Background: an optimization exercise with open tools, aiming at small area and a short achievable clock period. Do not read the settings as production practice. The RTL was checked by simulation tests, not by an equivalence proof against the original design. No activity file was given, so power comes from the tool's default toggle rates.

Design spi_ram_ctrl, start of the top module:
module spi_ram_ctrl (
  input  logic       clk,
  input  logic       rst_n,
  input  logic [9:0] din,
  input  logic       rx_valid,
  output logic [7:0] dout,
  output logic       tx_valid,
  output logic       cmd_err
);
  logic        rx_valid_q;
  logic        accept;
  logic [1:0]  opcode;
  logic        wr_addr_vld;
  logic        rd_armed;
  logic [7:0]  wr_addr;
  logic [15:0] rd_lo;
  logic [15:0] rd_hi;
  logic        wr_go;
  logic        rd_fire;
  logic        we_q;
  logic [15:0] we_hi_q;
  logic [15:0] we_lo_q;
  logic [7:0]  wdata_q;
  logic        hit_q;
  logic [7:0]  mem [256];
  logic [7:0]  p   [16];
  logic [7:0]  rd_data;
  assign accept  = rx_valid & ~rx_valid_q;
  assign opcode  = din[9:8];
  assign wr_go   = accept & (opcode == 2'b01) & wr_addr_vld;
  assign rd_fire = accept & (opcode == 2'b11) & rd_armed;
  always_comb begin
    rd_data = '0;
    for (int k = 0; k < 16; k++) rd_data = rd_data | (p[k] & {8{rd_hi[k]}});
  end
  always_ff @(posedge clk or negedge rst_n) begin
    if (!rst_n) begin
      rx_valid_q  <= 1'b0;
      wr_addr_vld <= 1'b0;
      rd_armed    <= 1'b0;
      cmd_err     <= 1'b0;
      tx_valid    <= 1'b0;
      dout        <= '0;
    end else begin
      rx_valid_q <= rx_valid;
      cmd_err    <= accept & (((opcode == 2'b01) & ~wr_addr_vld) |
                              ((opcode == 2'b11) & ~rd_armed));
      if (accept) begin
        tx_valid <= (opcode == 2'b11) & rd_armed;
        case (opcode)
          2'b00:   wr_addr_vld <= 1'b1;
          2'b10:   rd_armed    <= 1'b1;
          2'b11:   rd_armed    <= 1'b0;
          default: ;
        endcase
      end
  ...
Settings: LEC_CHECK=0, CAP_MARGIN=20, CORE_MARGIN=2, CORE_UTILIZATION=65, CTS_CLUSTER_DIAMETER=100, CTS_CLUSTER_SIZE=30, SETUP_SLACK_MARGIN=2.7, SLEW_MARGIN=20; clock period 5.0 ns.
run.sh (not shown) runs the stock make flow with config.mk's settings and CLKGATE_MAP_FILE= SYNTH_SCRIPT=/design/flow/synth_recipe.tcl, a recipe that flattens the netlist after the stock synthesis.
The first run finished clean.
Edit:
- CTS_CLUSTER_SIZE: 30 -> 20
Result: Worst setup slack got worse by 0.022 ns; synthesized cell count does not change; die area stays the same; final cell count rises by about 1.6%; register-to-register slack hardly moves; cell area rises by about 1.6%; power rises by 7.5%; fmax falls by 0.92%; wire length rises by about 0.3%; via count rises by about 0.4%.


before:
spi_ram_ctrl, a different RTL version from the one above (not shown whole).
Size in the first run: roughly 3800 cells after synthesis, roughly 23 I/O pins, ~0.084 mm^2 of cells after synthesis.
==> flow/config.mk <==
export PLATFORM = sky130hd
export DESIGN_NAME = spi_ram_ctrl
export DESIGN_NICKNAME = spi_ram_ctrl
export VERILOG_FILES = /design/flow/design.v
export SDC_FILE = /design/flow/constraint.sdc
export NUM_CORES = 4
export LEC_CHECK = 0
export CAP_MARGIN = 20
export CORE_MARGIN = 2
export CORE_UTILIZATION = 40
export SETUP_SLACK_MARGIN = 2.5
export SLEW_MARGIN = 20
==> flow/constraint.sdc <==
create_clock -name core_clock -period 5.0 [get_ports {clk}]
set_input_delay 1.0000 -clock core_clock [delete_from_list [all_inputs] [get_ports {clk}]]
set_output_delay 1.0000 -clock core_clock [all_outputs]
set_load 0.01 [all_outputs]
Relative to before, the following input files were edited for after:
- setting CTS_CLUSTER_DIAMETER to 100 for the first time
- setting CTS_CLUSTER_SIZE to 30 for the first time
- changing CORE_UTILIZATION from 40 to 65
==> comparison <==
Taking before as the reference, in after count of clock-buffer cells in the layout shows a reduction of 48%; buffer count from post-CTS setup fixing shows a reduction of 9. Re combinational cell fraction of total power: after is 3.1 points up on before. Diff before and after: total wire length after detailed routing higher in before. after ends up with a least setup slack across all paths after layout that is 0.010 ns higher than in before. Die area (before / after): 1.6. [compare] base=before new=after: power saw a decrease, multi-input gate share of the layout cell area saw an increase. Run comparison: after destination of the critical timing path mem[125][5]; before destination of the critical timing path mem[25][0]. Compared with before, the router placed fewer vias in after. before reports its highest signal layer in the routed design as met4 while after reports met5.


Setup of wip/yarrow:
spi_ram_ctrl, a different RTL version from the one above (not shown whole).
Size in the first run: roughly 4200 cells after synthesis, roughly 2300 flip-flops.
clock: 5.0 ns
lec_check: 0
cap_margin: 20
core_margin: 2
core_utilization: 65
cts_cluster_diameter: 100
cts_cluster_size: 30
setup_slack_margin: 2.65
slew_margin: 20
wip/yarrow closes out successfully: all stages finished, all timing, DRC and antenna checks passed.
### wip/yarrow -> wip/zinc
# wip/yarrow
export LEC_CHECK = 0
export CAP_MARGIN = 20
export CORE_MARGIN = 2
export CORE_UTILIZATION = 65
export CTS_CLUSTER_DIAMETER = 100
export CTS_CLUSTER_SIZE = 30
export SETUP_SLACK_MARGIN = 2.65
export SLEW_MARGIN = 20
create_clock -name core_clock -period 5.0 [get_ports {clk}]
# wip/zinc
export LEC_CHECK = 0
export CAP_MARGIN = 20
export CORE_MARGIN = 2
export CORE_UTILIZATION = 65
export CTS_CLUSTER_DIAMETER = 60
export CTS_CLUSTER_SIZE = 30
export SETUP_SLACK_MARGIN = 2.9
export SLEW_MARGIN = 20
create_clock -name core_clock -period 5.0 [get_ports {clk}]
### Flow results
wip/zinc vs wip/yarrow on cell-internal power: wip/zinc is the higher one.
[compare] base=wip/yarrow new=wip/zinc: non-filler instance count after layout climbed 139, total track usage shows an increase of 0.65 points.
Power consumption (wip/zinc / wip/yarrow): 1.11
wip/zinc supports a lower top clock frequency than wip/yarrow.
What wip/zinc reported for non-clock buffer count has to be multiplied by 0.73 to get the figure for wip/yarrow.
Worst hold slack: wip/zinc < wip/yarrow
Clock share of power: wip/zinc and wip/yarrow compared, higher one is wip/zinc
diff inputs: wip/zinc => wip/cedar
# wip/zinc
export LEC_CHECK = 0
export CAP_MARGIN = 20
export CORE_MARGIN = 2
export CORE_UTILIZATION = 65
export CTS_CLUSTER_DIAMETER = 60
export CTS_CLUSTER_SIZE = 30
export SETUP_SLACK_MARGIN = 2.9
export SLEW_MARGIN = 20
create_clock -name core_clock -period 5.0 [get_ports {clk}]
# wip/cedar
export LEC_CHECK = 0
export CAP_MARGIN = 20
export CORE_MARGIN = 2
export CORE_UTILIZATION = 65
export CTS_CLUSTER_DIAMETER = 100
export CTS_CLUSTER_SIZE = 30
export SETUP_SLACK_MARGIN = 2.9
export SLEW_MARGIN = 20
create_clock -name core_clock -period 5.0 [get_ports {clk}]
==> flow/flow/run.sh (new file) <==
#!/bin/bash
# The standard layout, with the signal ports constrained to one die edge.
set -euo pipefail
bash standard.sh IO_CONSTRAINTS="$PWD/flow/io.tcl" finish > standard.log 2>&1
==> flow/flow/io.tcl (new file) <==
# Keep every signal port on the left edge, so the command, status and read-data
# registers sit close to their ports.
set_io_pin_constraint -pin_names {din[*] rx_valid rst_n dout[*] tx_valid cmd_err} -region left:*
==> flow/standard.sh (new file) <==
#!/bin/bash
# synth_recipe.tcl (not shown) runs the flow's synth.tcl, then flattens the netlist and writes it again
# the make line also repeats each setting of config.mk as NAME=value (left out here)
make -C /OpenROAD-flow-scripts/flow DESIGN_CONFIG=/design/flow/config.mk WORK_HOME=/design/flow/orfs CLKGATE_MAP_FILE= SYNTH_SCRIPT=/design/flow/synth_recipe.tcl "${@:-finish}"
removed: flow/run.sh
==> comparison <==
Sequential cell count: wip/cedar vs wip/zinc — no meaningful difference. wip/cedar against wip/zinc: final cell count essentially unchanged; count of vias placed by the detailed router increased 2393; wire length increased 41000 um; detailed-router iteration count before antenna repair increased 4.
Here is what was changed in the inputs of wip/delta compared with wip/cedar.
# wip/cedar
export LEC_CHECK = 0
export CAP_MARGIN = 20
export CORE_MARGIN = 2
export CORE_UTILIZATION = 65
export CTS_CLUSTER_DIAMETER = 100
export CTS_CLUSTER_SIZE = 30
export SETUP_SLACK_MARGIN = 2.9
export SLEW_MARGIN = 20
create_clock -name core_clock -period 5.0 [get_ports {clk}]
# wip/delta
export LEC_CHECK = 0
export CAP_MARGIN = 20
export CORE_MARGIN = 2
export CORE_UTILIZATION = 65
export CTS_CLUSTER_DIAMETER = 100
export CTS_CLUSTER_SIZE = 30
export GPL_ROUTABILITY_DRIVEN = 0
export SETUP_SLACK_MARGIN = 2.9
export SLEW_MARGIN = 20
create_clock -name core_clock -period 5.0 [get_ports {clk}]
==> flow/run.sh (new file) <==
#!/bin/bash
# synth_recipe.tcl (not shown) runs the flow's synth.tcl, then flattens the netlist and writes it again
# the make line also repeats each setting of config.mk as NAME=value (left out here)
make -C /OpenROAD-flow-scripts/flow DESIGN_CONFIG=/design/flow/config.mk WORK_HOME=/design/flow/orfs CLKGATE_MAP_FILE= SYNTH_SCRIPT=/design/flow/synth_recipe.tcl finish
removed: flow/flow/run.sh
removed: flow/flow/io.tcl
removed: flow/standard.sh
### Flow results
Relative to wip/cedar, wip/delta improves total power.
Relative to wip/cedar, clock power has decreased by about 2% in wip/delta.
wip/delta — number of logic stages on the critical path including buffering 3 lower, wip/cedar as reference
Comparing wip/delta and wip/cedar, the lower count of clock buffers in the final design was measured on wip/delta.
Comparing wip/delta and wip/cedar, the lower slew at the pin closest to its max-slew limit was measured on wip/delta.

[separate check: timing with driven ports]
The flow's constraints put no driver on any port. The routed layouts listed below were extracted and timed again, unchanged, in two steps.
Step 1: set_driving_cell puts a clkbuf_16 on clk and a buf_2 on each other input, an assumption about the parent block.
Step 2 adds t to the input delays and takes it off the output delays; t is the mean of the earliest and latest rising clock arrival at the registers after step 1. Input paths then give back, and output paths get back, about the clock's delay inside the block.
a / b / c = no drivers / after step 1 / after step 2; a / b = the first two.
run | t, ns | setup slack, ns | worst slew at a driven data input, ns
the first run of note 1 | 0.789 | 2.618 / 2.546 / 1.935 | 0.14
the second run of note 1 | 0.820 | 2.596 / 2.524 / 1.912 | 0.13
before | 0.927 | 2.370 / 2.370 / 1.852 | 0.16
after | 0.789 | 2.380 / 2.380 / 1.857 | 0.04
wip/yarrow | 0.794 | 2.616 / 2.559 / 1.946 | 0.18
wip/zinc | 0.843 | 2.583 / 2.506 / 2.013 | 0.16
wip/cedar | 0.803 | 2.577 / 2.532 / 2.185 | 0.04
wip/delta | 0.786 | 2.655 / 2.578 / 2.200 | 0.18
After both steps setup and hold are still met in every run listed. The setup slack of the second run of note 1, which loses most, moves by -0.072 ns with the drivers and by -0.684 ns with both steps.
